This design comes from an exercise in tuning for small area, a short achievable clock period and few clock cycles on the open sky130 flow, not from production work. Function was checked by simulation only, so behaviour that the tests miss may differ from the original. Power is estimated from default activity; no workload was simulated.

==> flow/design.v <==
package tetris_pkg;
    localparam int BOARD_W = 10;
    localparam int BOARD_H = 20;
    typedef logic [3:0] col_t;
    typedef logic [4:0] row_t;
    localparam col_t LAST_COL = col_t'(BOARD_W - 1);
    localparam row_t LAST_ROW = row_t'(BOARD_H - 1);
    localparam logic [23:0] RGB_BORDER     = 24'h808080;
    localparam logic [23:0] RGB_BACKGROUND = 24'h000000;
    function automatic logic [23:0] palette(input logic [2:0] c);
        logic [23:0] rgb;
        case (c)
            3'd0:     rgb = 24'h202020;
            3'd1:     rgb = 24'h00FFFF;
            3'd2:     rgb = 24'hFFFF00;
            3'd3:     rgb = 24'hA000F0;
            3'd4:     rgb = 24'h00F000;
            3'd5:     rgb = 24'hF00000;
            3'd6:     rgb = 24'h0000F0;
            3'd7:     rgb = 24'hF0A000;
            default: rgb = RGB_BACKGROUND;
        endcase
        palette = rgb;
    endfunction
endpackage
module board_bulk_fsm
(
    input  logic clk,
    input  logic reset,
    input  logic i_clr_req,
    input  logic i_shift_req,
    input  logic [4:0] i_shift_row,
    output logic o_busy,
    output logic o_op_done,
    output logic o_wr_ready,
    output logic o_clr_go,
    output logic o_shift_go
);
    logic r_op_done;
    always_comb begin
        o_clr_go   = i_clr_req;
        o_shift_go = !i_clr_req && i_shift_req && (i_shift_row <= tetris_pkg::LAST_ROW);
    end
    always_ff @(posedge clk) begin
        if (reset)
            r_op_done <= 1'b0;
        else
            r_op_done <= o_clr_go || o_shift_go;
    end
    assign o_busy     = 1'b0;
    assign o_wr_ready = 1'b1;
    assign o_op_done  = r_op_done;
endmodule
module tetris_board_renderer
(
    input  logic       CLOCK_50,
    input  logic       reset,
    input  logic [9:0] i_x,
    input  logic [8:0] i_y,
    output logic [7:0] o_r,
    output logic [7:0] o_g,
    output logic [7:0] o_b,
    input  logic       bus_wr_valid,
    output logic       bus_wr_ready,
    input  logic [3:0] bus_wr_col,
    input  logic [4:0] bus_wr_row,
    input  logic [2:0] bus_wr_color,
    input  logic       bus_clr_req,
    input  logic       bus_shift_req,
    input  logic [4:0] bus_shift_row,
    output logic       bus_busy,
    output logic       bus_op_done
);
    localparam int H = tetris_pkg::BOARD_H;
    localparam int W = tetris_pkg::BOARD_W;
    logic [2:0] r_cells [H][W];
    logic w_clr_go, w_shift_go;
    board_bulk_fsm u_bulk_fsm (
        .clk         (CLOCK_50),
        .reset       (reset),
        .i_clr_req   (bus_clr_req),
        .i_shift_req (bus_shift_req),
        .i_shift_row (bus_shift_row),
        .o_busy      (bus_busy),
        .o_op_done   (bus_op_done),
        .o_wr_ready  (bus_wr_ready),
        .o_clr_go    (w_clr_go),
        .o_shift_go  (w_shift_go)
    );
    logic [H-1:0] w_row_sh, w_row_zero, w_row_whit;
    logic [W-1:0] w_col_hit;
    always_comb begin
        for (int c = 0; c < W; c++)
            w_col_hit[c] = bus_wr_valid && (bus_wr_col == 4'(c));
        for (int r = 0; r < H; r++) begin
            w_row_sh[r]   = w_shift_go && (5'(r) <= bus_shift_row);
            w_row_zero[r] = reset || w_clr_go || (r == 0 && w_shift_go);
            if (r == 0)
                w_row_whit[r] = (bus_wr_row == 5'd0);
            else
                w_row_whit[r] = w_row_sh[r] ? (bus_wr_row == 5'(r - 1)) : (bus_wr_row == 5'(r));
        end
    end
    always_ff @(posedge CLOCK_50) begin
        for (int r = 0; r < H; r++)
            for (int c = 0; c < W; c++) begin
                if (w_row_zero[r])
                    r_cells[r][c] <= 3'd0;
                else if (w_row_whit[r] && w_col_hit[c])
                    r_cells[r][c] <= bus_wr_color;
                else if (r > 0 && w_row_sh[r])
                    r_cells[r][c] <= r_cells[(r > 0) ? r - 1 : 0][c];
            end
    end
    logic [9:0] w_dx, w_dy, w_fx, w_fy;
    logic       w_in_board, w_in_box;
    always_comb begin
        w_dx       = i_x - 10'd60;
        w_dy       = {1'b0, i_y} - 10'd20;
        w_fx       = i_x - 10'd58;
        w_fy       = {1'b0, i_y} - 10'd18;
        w_in_board = (w_dx < 10'd40) && (w_dy < 10'd80);
        w_in_box   = (w_fx < 10'd44) && (w_fy < 10'd84);
    end
    logic         r_s1_in_board, r_s1_in_frame;
    logic [H-1:0] r_s1_row;
    logic [W-1:0] r_s1_col;
    always_ff @(posedge CLOCK_50) begin
        r_s1_in_board <= w_in_board;
        r_s1_in_frame <= w_in_box && !w_in_board;
        for (int r = 0; r < H; r++)
            r_s1_row[r] <= (w_dy[6:2] == 5'(r));
        for (int c = 0; c < W; c++)
            r_s1_col[c] <= (w_dx[5:2] == 4'(c));
    end
    logic [2:0] w_cell;
    always_comb begin
        logic [2:0] row_v;
        w_cell = 3'd0;
        for (int r = 0; r < H; r++) begin
            row_v = 3'd0;
            for (int c = 0; c < W; c++)
                row_v = row_v | (r_cells[r][c] & {3{r_s1_col[c]}});
            w_cell = w_cell | (row_v & {3{r_s1_row[r]}});
        end
    end
    logic [23:0] r_rgb;
    always_ff @(posedge CLOCK_50) begin
        if (r_s1_in_board)
            r_rgb <= tetris_pkg::palette(w_cell);
        else if (r_s1_in_frame)
            r_rgb <= tetris_pkg::RGB_BORDER;
        else
            r_rgb <= tetris_pkg::RGB_BACKGROUND;
    end
    assign o_r = r_rgb[23:16];
    assign o_g = r_rgb[15:8];
    assign o_b = r_rgb[7:0];
endmodule
==> flow/run.sh <==
#!/bin/bash
# synth_recipe.tcl (not shown) runs the flow's synth.tcl, then flattens the netlist and writes it again
# the make line also repeats each setting of config.mk as NAME=value (left out here)
make -C /OpenROAD-flow-scripts/flow DESIGN_CONFIG=/design/flow/config.mk WORK_HOME=/design/flow/orfs CLKGATE_MAP_FILE= SYNTH_SCRIPT=/design/flow/synth_recipe.tcl finish
==> flow/config.mk <==
export PLATFORM = sky130hd
export DESIGN_NAME = tetris_board_renderer
export DESIGN_NICKNAME = tetris_board_renderer
export VERILOG_FILES = /design/flow/design.v
export SDC_FILE = /design/flow/constraint.sdc
export NUM_CORES = 4
export LEC_CHECK = 0
export CAP_MARGIN = 20
export CORE_MARGIN = 2
export CORE_UTILIZATION = 40
export SLEW_MARGIN = 20
==> flow/constraint.sdc <==
create_clock -name core_clock -period 5.5 [get_ports {CLOCK_50}]
set_input_delay 1.1000 -clock core_clock [delete_from_list [all_inputs] [get_ports {CLOCK_50}]]
set_output_delay 1.1000 -clock core_clock [all_outputs]
set_load 0.01 [all_outputs]
==> run notes <==
[through the flow]
stage	instance area, µm²	power (mW)	setup slack, ns	hold WS, ns	util
floorplan	32670	5.159	2.390	0.4483	-
global placement	34190	5.386	0.8978	0.4636	0.4238
detailed placement	34210	5.386	0.8610	0.4657	0.4240
CTS	36520	10.15	1.493	0.4739	0.4527
global route	36530	10.38	1.177	0.4939	0.4527
finish	36530	10.12	1.365	0.4746	0.4528
[critical path, cell delays in order]
cell,delay [ns]
clkdlybuf4s50_1,0.77
nor3b_4,0.28
buf_4,0.49
nand2_1,0.20
buf_4,0.29
o21ai_1,0.84
nand2_1,0.33
a311oi_1,0.32
[report_power, final]
group / switching, mW / total (mW) / internal, mW
registers: 0.0348 / 4.71 / 4.68
logic: 0.434 / 0.586 / 0.152
clock network: 2.03 / 4.82 / 2.79
[cell families (layout without fill, tap and decap cells)]
logic type | count (synthesis) | after routing | synth area share
simple gates | 1185 | 1185 | 0.1546
compound gates | 924 | 924 | 0.2102
flops | 645 | 645 | 0.3952
mux | 607 | 607 | 0.1883
buf+inv | 338 | 284 | 0.04247
xor+xnor | 18 | 18 | 0.004825
fa+ha+maj | 11 | 11 | 0.004212
other cells | 2 | 4 | 0.0002298
[synth_stat cells (3+ instances only)]
cell type  count
a21o_1         4
buf_2         23
nor2_2        11
inv_1         11
a311oi_1      30
ha_1          11
a211oi_1     447
dfxtp_1      645
nor2_1       681
nor4_1         5
a21oi_1       72
nor2b_1        8
buf_1         21
mux2i_1      547
clkbuf_1     264
nand4_1       56
a221oi_1      47
nor3_1        10
a22o_1        54
nand3_1       82
nor3_2         7
mux2_2        60
or2_2          3
a22oi_1      222
or2_0          8
nand3b_1       4
o21ai_0       20
nand2_1      263
nor4_2         6
o21ai_1        8
xor2_1         9
o21a_1         4
and2_1         8
xnor2_1        9
buf_6          5
buf_4         14
or3_1          4
nand2b_1      14
[area by class of cell]
type                       instances  area (µm²)  share of cell area
antenna                            2       5.005           0.0001370
clock buffer                     109        2185             0.05980
clock inverter                    18       130.1            0.003562
inverter                          11       41.29            0.001130
multi-input combinational       2747       18560              0.5081
sequential                       645       12920              0.3538
tap                             1060        1326             0.03631
timing repair buffer             146        1358             0.03716
[registers in the layout, indices dropped and copies added (netlist names)]
signal / cells
r_s1_in_board: 1
r_s1_col: 10
r_s1_row: 20
u_bulk_fsm.r_op_done: 1
r_cells: 600
r_s1_in_frame: 1
r_rgb: 12
[placed cells by master (no fill, tap or decap), drive strengths merged, types with 3 or more instances in the layout]
cell type / instances
nor2: 692
dfxtp: 645
mux2i: 547
a211oi: 447
nand2: 263
a22oi: 222
clkbuf: 109
buf: 86
nand3: 82
a21oi: 72
mux2: 60
clkdlybuf4s50: 60
nand4: 56
a22o: 54
a221oi: 48
a311oi: 30
o21ai: 28
nor3: 17
nand2b: 14
clkinv: 14
inv: 14
or2: 12
ha: 11
nor4: 11
xnor2: 9
xor2: 9
and2: 8
nor2b: 8
or3: 4
nand3b: 4
o21a: 4
a21o: 4
or3b: 3
or4: 3
nor3b: 3
[path summary, 6_finish.rpt]
kind	endpoint	startpoint	cells after the start
worst min register to register	r_cells[0][1]	r_cells[0][1]	2
worst max-delay path	r_cells[160][2]	bus_shift_row[4]	8
worst max register to register	r_rgb[14]	r_s1_col[7]	10
worst min-delay path	r_cells[0][1]	r_cells[0][1]	2
[layer usage]
layer,GRT usage,vias up,part of all wire
met4,0.1057,16,0.038
met3,0.06763,284,0.091
li1,-,13590,-
met5,0,-,0.00092
met1,0.3943,14386,0.44
met2,0.4275,1364,0.43
==> results.yml <==
status:
  outcome: "finished clean"
power:
  p_leak_nw: 13.15
  power.density_nw_per_um2: 277.0
  vdd_drop_max_mv: 0.2066
logic_synthesis:
  synth_flop_cell: "dfxtp_1"
  yosysSeqAreaShare: 0.3952
  syn_area_per_cell_um2: 8.760
  synthCells: 3730
  async_reset_ff_frac: 0
  syn-cell-area_um2: 32670
  ys_ff_latch: 645
  synth_cell_types: 62
  yosys_warnings: 3
  synth_area_leader_cell: "dfxtp_1"
  synth_top_area_share: 0.3952
  synth_area_leaders: "dfxtp_1, mux2i_1, a211oi_1"
  syn_nets: 3782
  synth_edf_count: 0
cts:
  cts.path.max_buffers: 3
  cts_tree: "done"
  clockRootBuffer: "clkbuf_16"
  path_clk_slew_ns: 0.06
  clock_sinks: 645
  clk_latency_ns: 0.64
  hold_buffers: 0
  h-tree-depth: 3
  cts_resized: 0
  post_cts_buffers: 0
  numCtsBuffers: 73
drt:
  firstDrtPassIters: 6
  drcViolationCount: 0
  ant_nets: 0
  post_drt_wl_per_cell_um: 26.13
  drt-total-wl_um: 123800
  drt_iter0_markers: 3512
  vias: 29640
  viasPerCell: 6.256
floorplanning:
  die_y_um: 289.8
  dieWidth_um: 289.8
  num_rows: 104
  coreArea_um2: 80680
  ioPinCount: 68
  start_util: 0.4050
  die-area_um2: 83990
layout:
  area_growth_syn_to_layout_pct: 11.81
  drive_gt1_frac: 0.08868
  nets: 3676
  layout.cells.non_filler: 4738
  fillCellCount: 7895
placement:
  dp.final_hpwl_um: 84410
  portBuffers: 63
  place.gp.congestion: 0.9774
  placed_cells: 4609
timing:
  fin_tns_setup_ns: 0
  clock_skew_ns: 0.03106
  relSlewSlack: 0.2354
  hold_viol_final: 0
  post-route-period-util: 0.7518
  setup_viol: 0
  max_slew.worst_pin.slew_ns: 1.146
  max_freq_ghz: 0.2419
  slew_viol_final: 0
  rsz0062_at_grt: "no"
  period_minus_slack_ns: 4.135
grt:
  antenna_found_initial: 9
  grt_max_degree: 161
  grt_pass1_vias: 27522
  grt_overflow_total: 0
  grt_usage: 0.2843
  grt_first_pass_wirelength_um: 184800
setup_path:
  critPathKind: "in2reg"
  cp.arrival_ns: 4.66
  worst_ep_required_time_ns: 6.02
  reg2reg_slack_ns: 1.81
  crit_fanout: 40
  crit_path_start_kind: "input pin"
  crit_path_end_kind: "flip-flop"
flow_run:
  max-cap-violations: 0
min_path:
  holdCritPathClass: "reg2reg"
Testbench counts, summed over its fixed seeds: cycles 11,597.

==> what the ideal ports hide <==
No port has a modelled driver above. Below, the same layout with a new extraction and two added sets of constraints. Step 1: set_driving_cell puts a clkbuf_16 on CLOCK_50 and a buf_2 on each other input, an assumption about the parent block. Step 2, shift: input delay + t, output delay - t, t = (earliest + latest rising clock arrival at the registers) / 2. This alone moves slack from input paths to output paths. a / b / c = ideal / step 1 / step 2; a / b = the first two.
t (ns): 0.688
setup slack, ns: 1.365 / 1.405 / 0.717
worst slew at a driven data input, ns: 0.11
cell pins on the clock port's net: 1
After both steps setup and hold are still met in this run. For this run, drivers alone change the setup slack by +0.040 ns; drivers and shift together by -0.648 ns.
